Background: an optimization exercise with open tools, aiming at a short achievable clock period and few clock cycles. Do not read the settings as production practice. In this exercise RTL edits were held to simulation tests only and were not proved equivalent to the original. Power and IR drop assume default switching activity.

===== config.mk =====
export PLATFORM = sky130hd
export DESIGN_NAME = risc8_core
export DESIGN_NICKNAME = risc8_core
export VERILOG_FILES = /design/flow/design.v
export SDC_FILE = /design/flow/constraint.sdc
export NUM_CORES = 4
export LEC_CHECK = 0
export CAP_MARGIN = 20
export CORE_MARGIN = 2
export CORE_UTILIZATION = 40
export SLEW_MARGIN = 20

===== constraint.sdc =====
create_clock -name core_clock -period 10.0 [get_ports {clk}]
set_input_delay 2.0000 -clock core_clock [delete_from_list [all_inputs] [get_ports {clk}]]
set_output_delay 2.0000 -clock core_clock [all_outputs]
set_load 0.01 [all_outputs]

===== design.v =====
package risc8_pkg;
	typedef logic [15:0] opcode_t;
	typedef logic [4:0] reg_sel_t;
	typedef enum logic [3:0] {
		ALU_ADD,
		ALU_SUB,
		ALU_AND,
		ALU_OR,
		ALU_EOR,
		ALU_MOVR,
		ALU_NEG,
		ALU_SWAP,
		ALU_ASR,
		ALU_LSR,
		ALU_ROR
	} alu_op_e;
	typedef struct packed {
		logic i;
		logic t;
		logic h;
		logic s;
		logic v;
		logic n;
		logic z;
		logic c;
	} sreg_t;
	typedef enum logic [2:0] {
		INSN_ALU,
		INSN_BRANCH,
		INSN_RJMP,
		INSN_LDS,
		INSN_STS,
		INSN_NOP
	} insn_class_e;
	typedef struct packed {
		alu_op_e op;
		logic use_carry;
		logic use_const;
		logic [8-1:0] const_value;
		logic store;
		reg_sel_t dest;
		logic keep_flags;
	} alu_req_t;
	typedef struct packed {
		logic [16-1:0] addr;
		logic [8-1:0] wdata;
		logic wen;
		logic ren;
	} mem_req_t;
endpackage
`timescale 1ns/1ps
module risc8_decoder (
	input risc8_pkg::opcode_t opcode,
	input logic [1:0] cycle,
	output risc8_pkg::insn_class_e insn_class,
	output risc8_pkg::alu_req_t alu_req,
	output risc8_pkg::reg_sel_t sel_a,
	output risc8_pkg::reg_sel_t sel_b
);
	risc8_pkg::reg_sel_t op_rd;
	risc8_pkg::reg_sel_t op_rr;
	risc8_pkg::reg_sel_t op_rdi;
	logic [7:0] op_k;
	logic imm_form;
	assign op_rd = opcode[8:4];
	assign op_rr = {opcode[9], opcode[3:0]};
	assign op_rdi = {1'b1, opcode[7:4]};
	assign op_k = {opcode[11:8], opcode[3:0]};
	assign imm_form = (opcode[15:12] >= 4'h3 && opcode[15:12] <= 4'h7)
		|| opcode[15:12] == 4'he;
	function automatic logic [20:0] make_req(input risc8_pkg::alu_op_e op,
			input logic carry, input logic use_k, input logic [7:0] k, input logic store,
			input logic keep, input risc8_pkg::reg_sel_t dest);
		make_req = {op, carry, use_k, k, store, dest, keep};
	endfunction
	always_comb begin
		insn_class = risc8_pkg::INSN_NOP;
		sel_a = op_rd;
		sel_b = op_rr;
		alu_req = make_req(risc8_pkg::ALU_MOVR, 1'b0, 1'b0, 8'h00, 1'b0, 1'b1, op_rd);
		casez ({opcode[15:9], opcode[3:0]})
		11'b0000_01?_????: alu_req = make_req(risc8_pkg::ALU_SUB, 1'b1, 1'b0, 8'h00, 1'b0, 1'b0, op_rd);
		11'b0000_10?_????: alu_req = make_req(risc8_pkg::ALU_SUB, 1'b1, 1'b0, 8'h00, 1'b1, 1'b0, op_rd);
		11'b0000_11?_????: alu_req = make_req(risc8_pkg::ALU_ADD, 1'b0, 1'b0, 8'h00, 1'b1, 1'b0, op_rd);
		11'b0001_01?_????: alu_req = make_req(risc8_pkg::ALU_SUB, 1'b0, 1'b0, 8'h00, 1'b0, 1'b0, op_rd);
		11'b0001_10?_????: alu_req = make_req(risc8_pkg::ALU_SUB, 1'b0, 1'b0, 8'h00, 1'b1, 1'b0, op_rd);
		11'b0001_11?_????: alu_req = make_req(risc8_pkg::ALU_ADD, 1'b1, 1'b0, 8'h00, 1'b1, 1'b0, op_rd);
		11'b0010_00?_????: alu_req = make_req(risc8_pkg::ALU_AND, 1'b0, 1'b0, 8'h00, 1'b1, 1'b0, op_rd);
		11'b0010_01?_????: alu_req = make_req(risc8_pkg::ALU_EOR, 1'b0, 1'b0, 8'h00, 1'b1, 1'b0, op_rd);
		11'b0010_10?_????: alu_req = make_req(risc8_pkg::ALU_OR, 1'b0, 1'b0, 8'h00, 1'b1, 1'b0, op_rd);
		11'b0010_11?_????: alu_req = make_req(risc8_pkg::ALU_MOVR, 1'b0, 1'b0, 8'h00, 1'b1, 1'b1, op_rd);
		11'b0011_???_????: alu_req = make_req(risc8_pkg::ALU_SUB, 1'b0, 1'b1, op_k, 1'b0, 1'b0, op_rdi);
		11'b0100_???_????: alu_req = make_req(risc8_pkg::ALU_SUB, 1'b1, 1'b1, op_k, 1'b1, 1'b0, op_rdi);
		11'b0101_???_????: alu_req = make_req(risc8_pkg::ALU_SUB, 1'b0, 1'b1, op_k, 1'b1, 1'b0, op_rdi);
		11'b0110_???_????: alu_req = make_req(risc8_pkg::ALU_OR, 1'b0, 1'b1, op_k, 1'b1, 1'b0, op_rdi);
		11'b0111_???_????: alu_req = make_req(risc8_pkg::ALU_AND, 1'b0, 1'b1, op_k, 1'b1, 1'b0, op_rdi);
		11'b1110_???_????: alu_req = make_req(risc8_pkg::ALU_MOVR, 1'b0, 1'b1, op_k, 1'b1, 1'b1, op_rdi);
		11'b1001_010_0000: alu_req = make_req(risc8_pkg::ALU_EOR, 1'b0, 1'b1, 8'hff, 1'b1, 1'b0, op_rd);
		11'b1001_010_0001: alu_req = make_req(risc8_pkg::ALU_NEG, 1'b0, 1'b0, 8'h00, 1'b1, 1'b0, op_rd);
		11'b1001_010_0010: alu_req = make_req(risc8_pkg::ALU_SWAP, 1'b0, 1'b0, 8'h00, 1'b1, 1'b1, op_rd);
		11'b1001_010_0011: alu_req = make_req(risc8_pkg::ALU_ADD, 1'b0, 1'b1, 8'h01, 1'b1, 1'b0, op_rd);
		11'b1001_010_0101: alu_req = make_req(risc8_pkg::ALU_ASR, 1'b0, 1'b0, 8'h00, 1'b1, 1'b0, op_rd);
		11'b1001_010_0110: alu_req = make_req(risc8_pkg::ALU_LSR, 1'b0, 1'b0, 8'h00, 1'b1, 1'b0, op_rd);
		11'b1001_010_0111: alu_req = make_req(risc8_pkg::ALU_ROR, 1'b0, 1'b0, 8'h00, 1'b1, 1'b0, op_rd);
		11'b1001_010_1010: alu_req = make_req(risc8_pkg::ALU_SUB, 1'b0, 1'b1, 8'h01, 1'b1, 1'b0, op_rd);
		11'b1001_000_0000: begin
			insn_class = risc8_pkg::INSN_LDS;
			if (cycle == 2'd2)
				alu_req = make_req(risc8_pkg::ALU_MOVR, 1'b0, 1'b1, 8'h00, 1'b1, 1'b1, op_rd);
		end
		11'b1001_001_0000: begin
			insn_class = risc8_pkg::INSN_STS;
			sel_b = op_rd;
		end
		11'b1100_???_????: insn_class = risc8_pkg::INSN_RJMP;
		11'b1111_0??_????: insn_class = risc8_pkg::INSN_BRANCH;
		default: ;
		endcase
		if (imm_form)
			sel_a = op_rdi;
		if (insn_class == risc8_pkg::INSN_NOP && (alu_req.store || !alu_req.keep_flags))
			insn_class = risc8_pkg::INSN_ALU;
	end
endmodule
`timescale 1ns/1ps
module risc8_control (
	input logic clk,
	input logic reset,
	input risc8_pkg::opcode_t cdata,
	input logic [8-1:0] data_read,
	input risc8_pkg::insn_class_e insn_class,
	input risc8_pkg::alu_req_t alu_req,
	input logic [8-1:0] alu_result,
	input risc8_pkg::sreg_t alu_sreg,
	output risc8_pkg::opcode_t opcode,
	output logic [1:0] cycle,
	output logic [16-1:0] pc,
	output risc8_pkg::mem_req_t mem_req,
	output risc8_pkg::alu_req_t stage2_req,
	output risc8_pkg::sreg_t sreg,
	output logic wr_en,
	output risc8_pkg::reg_sel_t wr_sel,
	output logic [8-1:0] wr_data
);
	localparam risc8_pkg::alu_req_t IDLE_REQ = {risc8_pkg::ALU_MOVR, 1'b0, 1'b0, 8'h00, 1'b0, 5'd0, 1'b1};
	logic [16-1:0] reg_pc;
	logic [16-1:0] next_pc;
	logic [1:0] next_cycle;
	logic force_pc;
	risc8_pkg::opcode_t prev_opcode;
	logic running;
	risc8_pkg::insn_class_e cls;
	risc8_pkg::alu_req_t s1_req;
	risc8_pkg::sreg_t next_sreg;
	logic [7:0] flag_bits;
	logic [16-1:0] simm7;
	logic [16-1:0] simm12;
	logic br_taken;
	assign opcode = (cycle == 2'd0) ? cdata : prev_opcode;
	assign pc = next_pc;
	assign next_sreg = stage2_req.keep_flags ? sreg : alu_sreg;
	assign flag_bits = next_sreg;
	assign br_taken = flag_bits[opcode[2:0]] == !opcode[10];
	assign simm7 = {{9{opcode[9]}}, opcode[9:3]};
	assign simm12 = {{4{opcode[11]}}, opcode[11:0]};
	assign cls = running ? insn_class : risc8_pkg::INSN_NOP;
	always_comb begin
		next_pc = reg_pc + 16'd1;
		next_cycle = 2'd0;
		force_pc = 1'b0;
		mem_req = '0;
		s1_req = running ? alu_req : IDLE_REQ;
		case (cls)
		risc8_pkg::INSN_BRANCH: begin
			if (br_taken)
				next_pc = reg_pc + simm7 + 16'd1;
		end
		risc8_pkg::INSN_RJMP: next_pc = reg_pc + simm12 + 16'd1;
		risc8_pkg::INSN_STS: begin
			if (cycle == 2'd0) begin
				force_pc = 1'b1;
				next_cycle = 2'd1;
			end else begin
				mem_req.addr = cdata;
				mem_req.wdata = alu_result;
				mem_req.wen = 1'b1;
			end
		end
		risc8_pkg::INSN_LDS: begin
			case (cycle)
			2'd0: begin
				force_pc = 1'b1;
				next_cycle = 2'd1;
			end
			2'd1: begin
				mem_req.addr = cdata;
				mem_req.ren = 1'b1;
				next_cycle = 2'd2;
			end
			default: s1_req.const_value = data_read;
			endcase
		end
		default: begin
			if (!running)
				next_pc = reg_pc;
		end
		endcase
	end
	always_ff @(posedge clk) begin
		if (reset) begin
			reg_pc <= 16'h0000;
			cycle <= 2'd0;
			running <= 1'b0;
			stage2_req <= IDLE_REQ;
			sreg <= '0;
		end else begin
			running <= 1'b1;
			cycle <= next_cycle;
			if (force_pc || next_cycle == 2'd0)
				reg_pc <= next_pc;
			prev_opcode <= opcode;
			stage2_req <= s1_req;
			sreg <= next_sreg;
		end
	end
	assign wr_en = stage2_req.store;
	assign wr_sel = stage2_req.dest;
	assign wr_data = alu_result;
endmodule
`timescale 1ns/1ps
module risc8_regfile (
	input logic clk,
	input logic reset,
	input risc8_pkg::reg_sel_t sel_a,
	input risc8_pkg::reg_sel_t sel_b,
	input logic wr_en,
	input risc8_pkg::reg_sel_t wr_sel,
	input logic [8-1:0] wr_data,
	output logic [8-1:0] rd_a,
	output logic [8-1:0] rd_b
);
	logic [8-1:0] regs [32];
	always_ff @(posedge clk) begin
		if (reset) begin
			for (int i = 0; i < 32; i++)
				regs[i] <= '0;
			rd_a <= '0;
			rd_b <= '0;
		end else begin
			if (wr_en)
				regs[wr_sel] <= wr_data;
			if (wr_en && wr_sel == sel_a)
				rd_a <= wr_data;
			else
				rd_a <= regs[sel_a];
			if (wr_en && wr_sel == sel_b)
				rd_b <= wr_data;
			else
				rd_b <= regs[sel_b];
		end
	end
endmodule
`timescale 1ns/1ps
module risc8_alu (
	input risc8_pkg::alu_req_t req,
	input logic [8-1:0] rd_a,
	input logic [8-1:0] rd_b,
	input risc8_pkg::sreg_t sreg_in,
	output logic [8-1:0] result,
	output risc8_pkg::sreg_t sreg_out
);
	logic [7:0] opb;
	logic cin;
	logic [7:0] sub_x;
	logic [7:0] sub_y;
	logic [8:0] wide;
	logic [4:0] nib;
	logic [7:0] f;
	assign opb = req.use_const ? req.const_value : rd_b;
	assign cin = req.use_carry & sreg_in.c;
	assign sub_x = (req.op == risc8_pkg::ALU_NEG) ? 8'h00 : rd_a;
	assign sub_y = (req.op == risc8_pkg::ALU_NEG) ? rd_a : opb;
	always_comb begin
		f = sreg_in;
		wide = '0;
		nib = '0;
		result = opb;
		case (req.op)
		risc8_pkg::ALU_ADD: begin
			wide = {1'b0, rd_a} + {1'b0, opb} + {8'd0, cin};
			nib = {1'b0, rd_a[3:0]} + {1'b0, opb[3:0]} + {4'd0, cin};
			result = wide[7:0];
			f[0] = wide[8];
			f[5] = nib[4];
			f[3] = (rd_a[7] == opb[7]) && (result[7] != rd_a[7]);
		end
		risc8_pkg::ALU_SUB, risc8_pkg::ALU_NEG: begin
			wide = {1'b0, sub_x} - {1'b0, sub_y} - {8'd0, cin};
			nib = {1'b0, sub_x[3:0]} - {1'b0, sub_y[3:0]} - {4'd0, cin};
			result = wide[7:0];
			f[0] = wide[8];
			f[5] = nib[4];
			f[3] = (sub_x[7] != sub_y[7]) && (result[7] != sub_x[7]);
		end
		risc8_pkg::ALU_AND: result = rd_a & opb;
		risc8_pkg::ALU_OR: result = rd_a | opb;
		risc8_pkg::ALU_EOR: result = rd_a ^ opb;
		risc8_pkg::ALU_SWAP: result = {rd_a[3:0], rd_a[7:4]};
		risc8_pkg::ALU_ASR: result = {rd_a[7], rd_a[7:1]};
		risc8_pkg::ALU_LSR: result = {1'b0, rd_a[7:1]};
		risc8_pkg::ALU_ROR: result = {sreg_in.c, rd_a[7:1]};
		default: ;
		endcase
		if (req.op == risc8_pkg::ALU_AND || req.op == risc8_pkg::ALU_OR || req.op == risc8_pkg::ALU_EOR)
			f[3] = 1'b0;
		if (req.op == risc8_pkg::ALU_ASR || req.op == risc8_pkg::ALU_LSR || req.op == risc8_pkg::ALU_ROR) begin
			f[0] = rd_a[0];
			f[3] = result[7] ^ rd_a[0];
		end
		f[2] = result[7];
		if (req.op == risc8_pkg::ALU_SUB && req.use_carry)
			f[1] = (result == 8'h00) && sreg_in.z;
		else
			f[1] = (result == 8'h00);
		f[4] = f[2] ^ f[3];
		sreg_out = f;
	end
endmodule
`timescale 1ns/1ps
module risc8_core (
	input logic clk,
	input logic reset,
	output logic [16-1:0] pc,
	input logic [15:0] cdata,
	output logic [16-1:0] data_addr,
	output logic data_wen,
	output logic data_ren,
	input logic [8-1:0] data_read,
	output logic [8-1:0] data_write
);
	risc8_pkg::opcode_t opcode;
	logic [1:0] cycle;
	risc8_pkg::insn_class_e insn_class;
	risc8_pkg::alu_req_t alu_req;
	risc8_pkg::alu_req_t stage2_req;
	risc8_pkg::reg_sel_t sel_a;
	risc8_pkg::reg_sel_t sel_b;
	logic [8-1:0] rd_a;
	logic [8-1:0] rd_b;
	logic [8-1:0] alu_result;
	risc8_pkg::sreg_t alu_sreg;
	risc8_pkg::sreg_t sreg;
	risc8_pkg::mem_req_t mem_req;
	logic wr_en;
	risc8_pkg::reg_sel_t wr_sel;
	logic [8-1:0] wr_data;
	risc8_control control_i (
		.clk(clk),
		.reset(reset),
		.cdata(cdata),
		.data_read(data_read),
		.insn_class(insn_class),
		.alu_req(alu_req),
		.alu_result(alu_result),
		.alu_sreg(alu_sreg),
		.opcode(opcode),
		.cycle(cycle),
		.pc(pc),
		.mem_req(mem_req),
		.stage2_req(stage2_req),
		.sreg(sreg),
		.wr_en(wr_en),
		.wr_sel(wr_sel),
		.wr_data(wr_data)
	);
	risc8_decoder decoder_i (
		.opcode(opcode),
		.cycle(cycle),
		.insn_class(insn_class),
		.alu_req(alu_req),
		.sel_a(sel_a),
		.sel_b(sel_b)
	);
	risc8_regfile regfile_i (
		.clk(clk),
		.reset(reset),
		.sel_a(sel_a),
		.sel_b(sel_b),
		.wr_en(wr_en),
		.wr_sel(wr_sel),
		.wr_data(wr_data),
		.rd_a(rd_a),
		.rd_b(rd_b)
	);
	risc8_alu alu_i (
		.req(stage2_req),
		.rd_a(rd_a),
		.rd_b(rd_b),
		.sreg_in(sreg),
		.result(alu_result),
		.sreg_out(alu_sreg)
	);
	assign data_addr = mem_req.addr;
	assign data_wen = mem_req.wen;
	assign data_ren = mem_req.ren;
	assign data_write = mem_req.wdata;
endmodule

===== run.sh =====
#!/bin/bash
# synth_recipe.tcl (not shown) runs the flow's synth.tcl, then flattens the netlist and writes it again
# the make line also repeats each setting of config.mk as NAME=value (left out here)
make -C /OpenROAD-flow-scripts/flow DESIGN_CONFIG=/design/flow/config.mk WORK_HOME=/design/flow/orfs CLKGATE_MAP_FILE= SYNTH_SCRIPT=/design/flow/synth_recipe.tcl finish

==> summary.txt <==
STA
  • Final setup viols: 0
  • Final Cycle Share: 0.895
  • Pins Over Slew Limit: 0
  • Setup TNS: 0 ns
  • Max-slew headroom: 0.335
  • Final hold vios: 0
  • Clock Skews: 0.0305 ns
  • Worst hold margin: 0.495 ns
  • Highest Clock Rate: 112 MHz
  • Worst Tran Pin Value: 0.989 ns
  • Unrepaired setup endpoints after global routing: no
  • Crit path time final: 8.95 ns

Route
  • DR vias: 20,200
  • Final ANT Viol Nets: 0
  • Via density: 6.01
  • Routed WL: 72,900 um
  • Avg WL per Cell: 21.7 um
  • 1st-iter DRT viols: 2,070
  • Drt drc: 0
  • Initial DRT Pass Iterations: 6

Floorplanning
  • Starting Density: 0.405
  • Die H: 241 um
  • Die area: 57,800 um^2
  • Num rows: 86
  • Core Region: 55,200 um^2
  • IO Pins: 68
  • Die X: 241 um

CTS
  • Setup bufs post-CTS: 0
  • CTS Root Cell: clkbuf_16
  • CTS tree: built
  • TritonCTS Sinks: 334
  • Post_cts resized: 0
  • Hold_buf cts: 0
  • Insertion delay to the later sink of the worst-skew pair: 0.59 ns
  • Worst-path clk slew: 0.06 ns
  • Clock buffers created by TritonCTS: 40
  • CTS H-tree lvls: 2
  • CTS Buffer Depth: 3

Yosys
  • YS warnings: 4
  • Share of the synthesized area in the top cell type: 0.365
  • Synthesized area: 22,400 um^2
  • Sequential fraction of the synthesis area: 0.421
  • Ranking of synthesized cells by area: edfxtp_1 (37%), nand2_1 (7.3%), nor2_1 (6.1%)
  • Synthesized flop and latch total: 334
  • Post-synth top cells: nand2_1 (433), nor2_1 (364), edfxtp_1 (272)
  • Post-Synthesis Net Count: 2,717
  • Post-synth EDFFs: 272
  • Main synth FF type: edfxtp_1
  • Avg Synthesized Cell Area: 8.52 um^2
  • Most common cell in the netlist: nand2_1
  • Post-synth cell types: 91
  • Cell taking the most area after synthesis: edfxtp_1
  • FFs w/ async S/R, synth: 0
  • Post-Syn Instances: 2,627

Setup path
  • R2r endpoint: control_i.reg_pc[13]$_SDFFE_PP0P_
  • Crit path top cell by count: mux2i_1
  • Crit path required time: 8.00 ns
  • Crit start category: register
  • Cell chain of the critical path: nand4bb_1 -> buf_4 -> nand2_1 -> fa_1 -> inv_1 -> ha_1 -> and3_1 -> a221oi_2 -> mux2i_1 -> nor2_1 -> xnor2_1 -> a222oi_1 -> o21ai_1 -> mux2i_1 -> o32ai_2 -> xnor2_2 -> buf_4 -> mux2i_1 -> nand2_1 -> a21boi_0 -> clkdlybuf4s50_1
  • Critical Path End Type: primary output
  • Worst R2R Path Depth: 20
  • R2r setup slk: 3.98 ns
  • Arr. time, crit path: 6.95 ns
  • Critical path class: register to primary output
  • Crit-path max cell delay: 0.93 ns
  • Crit-path slowest cell: dfxtp_1
  • Worst Path Max Fanout: 28
  • Reg2Reg Launch Point: control_i.stage2_req[17]$_SDFF_PP1_

Min path
  • Hold Path Depth: 2
  • Worst hold endpoint: control_i.sreg[4]$_SDFF_PP0_
  • Hold wc startpoint: control_i.sreg[4]$_SDFF_PP0_
  • Hold Crit Class: register to register

Outcome
  • Status: complete, no violations

Flow run
  • Max-Cap Viols: 0

Layout
  • Nets: 2,675
  • Share of post-route cells with drive strength above 1: 0.0558
  • Ant diodes: 0
  • Post-layout util: 0.453
  • Syn-to-layout area delta: 11.9%

Pwr
  • Switching Share: 0.295
  • Sequential share of power: 0.423
  • Int Pwr: 0.00265 W
  • Sw power: 0.00111 W
  • Max IR drop VDD: 0.146 mV
  • P per Cell Area: 150 nW/um^2
  • Clock power share: 0.399
  • Leakage: 9.26 nW
  • Combinational share of power: 0.178

Placed design
  • Final Wtd Congestion: 0.956
  • Detailed placement HPWL: 48,100 um
  • Port Buf Inserts: 67

Global route
  • Total global routing overflow: 0
  • Vias in the first global route: 19,000
  • First-pass GRT wire length: 111,000 um
  • GR Util All Layers: 0.249
  • Initial antenna violation count: 1
  • Largest net degree at the start of global routing: 157
-- power groups by stage --
stage          sequential, W  clock, W  combinational, W
2_1_floorplan        0.00160         0          0.000448
3_3_place_gp         0.00162         0          0.000652
3_5_place_dp         0.00162         0          0.000662
4_1_cts              0.00159   0.00153          0.000665
5_1_grt              0.00160   0.00158          0.000725
6_report             0.00159   0.00150          0.000670
-- worst max path at each step --
| stage | start | endpoint | slack [ns] | cells past startpoint |
|---|---|---|---|---|
| after floorplan | cdata[4] | pc[14] | 2.76 | 17 |
| after global placement | cdata[2] | pc[14] | 1.29 | 18 |
| after detailed placement | cdata[2] | pc[14] | 1.20 | 18 |
| after CTS | control_i.stage2_req[17]$_SDFF_PP1_ | pc[10] | 1.01 | 21 |
| after global routing | control_i.stage2_req[17]$_SDFF_PP1_ | pc[7] | 0.72 | 21 |
| final | control_i.stage2_req[17]$_SDFF_PP1_ | pc[7] | 1.05 | 21 |
-- registers in the layout (all words and copies together), names as in the netlist --
| name | flops |
|---|---|
| control_i.reg_pc | 16 |
| control_i.running | 1 |
| regfile_i.rd_a | 8 |
| regfile_i.regs | 256 |
| control_i.sreg | 6 |
| control_i.cycle | 2 |
| regfile_i.rd_b | 8 |
| control_i.prev_opcode | 16 |
| control_i.stage2_req | 21 |
-- layer usage --
metal  wire length (um)  part of all wire  up-vias  track usage
met4               2600             0.036        2       0.0998
met1              30800              0.42     9760        0.331
met5                 12           0.00016        -            0
met2              34300              0.47      882        0.415
met3               5100             0.070      175       0.0290
li1                   -                 -     9385            -
-- critical path, delay by kind of cell (launching register included) --
family	cells	cell delay, ns
compound gates	5	1.61
xor+xnor	2	0.28
fa+ha+maj	2	0.77
buf+inv	4	1.29
flops	1	0.93
mux	3	0.77
simple gates	5	0.74
-- area by class of cell --
cell class	count	area [um^2]
timing repair buffer	110	1030
fill	5356	30200
multi-input combinational	2033	12100
tap	748	936
sequential	334	9410
clock inverter	19	229
clock buffer	54	1100
inverter	66	250
-- cells in the final DEF (no fill, tap or decap), types with 42 or more instances in the layout --
cell type        count
ha_1                58
mux2i_1             98
clkdlybuf4s50_1     67
nor2b_1             78
nor2_1             363
nand2_1            433
a311oi_1            42
nand3_1            163
a211oi_1           163
edfxtp_1           272
dfxtp_1             62
o21ai_0             60
a21oi_1            150
inv_1               61
-- logic make-up (layout without fill, tap and decap cells) --
logic type      after synthesis  count (layout)  synth area share
xor+xnor                     65              65            0.0258
mux                         109             109            0.0491
simple gates               1230            1230             0.248
flops                       334             334             0.421
compound gates              565             565             0.172
buf+inv                     260             249            0.0469
fa+ha+maj                    64              64            0.0378
-- per-stage QoR --
stage	area, um^2	power [W]	instances	setup slack, ns
after CTS	25000	0.00378	3364	1.01
final	25000	0.00377	3364	1.05
after detailed placement	23700	0.00228	3291	1.20
after floorplan	22400	0.00205	2627	2.76
after global placement	23700	0.00227	3291	1.29
after global routing	25000	0.00390	3364	0.724
Testbench counts, summed over its fixed seeds: cycles 20,295.

==> what the ideal ports hide <==
No port has a modelled driver above. Below, the same layout with a new extraction and two added sets of constraints.
Step 1 (the two cells are an assumption about what drives the block):
set clk [get_ports {clk}]
set_driving_cell -lib_cell sky130_fd_sc_hd__clkbuf_16 $clk
set_driving_cell -lib_cell sky130_fd_sc_hd__buf_2 [delete_from_list [all_inputs] $clk]
Step 2 moves the port delays by t, midway between the first and last clock arrival at a register: inputs arrive t later, outputs are due t later. That takes back most of the time a late clock gives input paths.
Slacks: ideal / step 1 / step 2; pairs: ideal / step 1.
t (ns): 0.631
slack for setup (ns): 1.049 / 0.988 / 1.099
worst hold slack (ns): 0.495 / 0.495 / 0.495
clock arrival spread, ns: 0.031 / 0.031
worst register clock-pin slew, ns: 0.07 / 0.07
After both steps setup and hold are still met in this run. For this run, drivers alone change the setup slack by -0.061 ns; drivers and shift together by +0.050 ns.
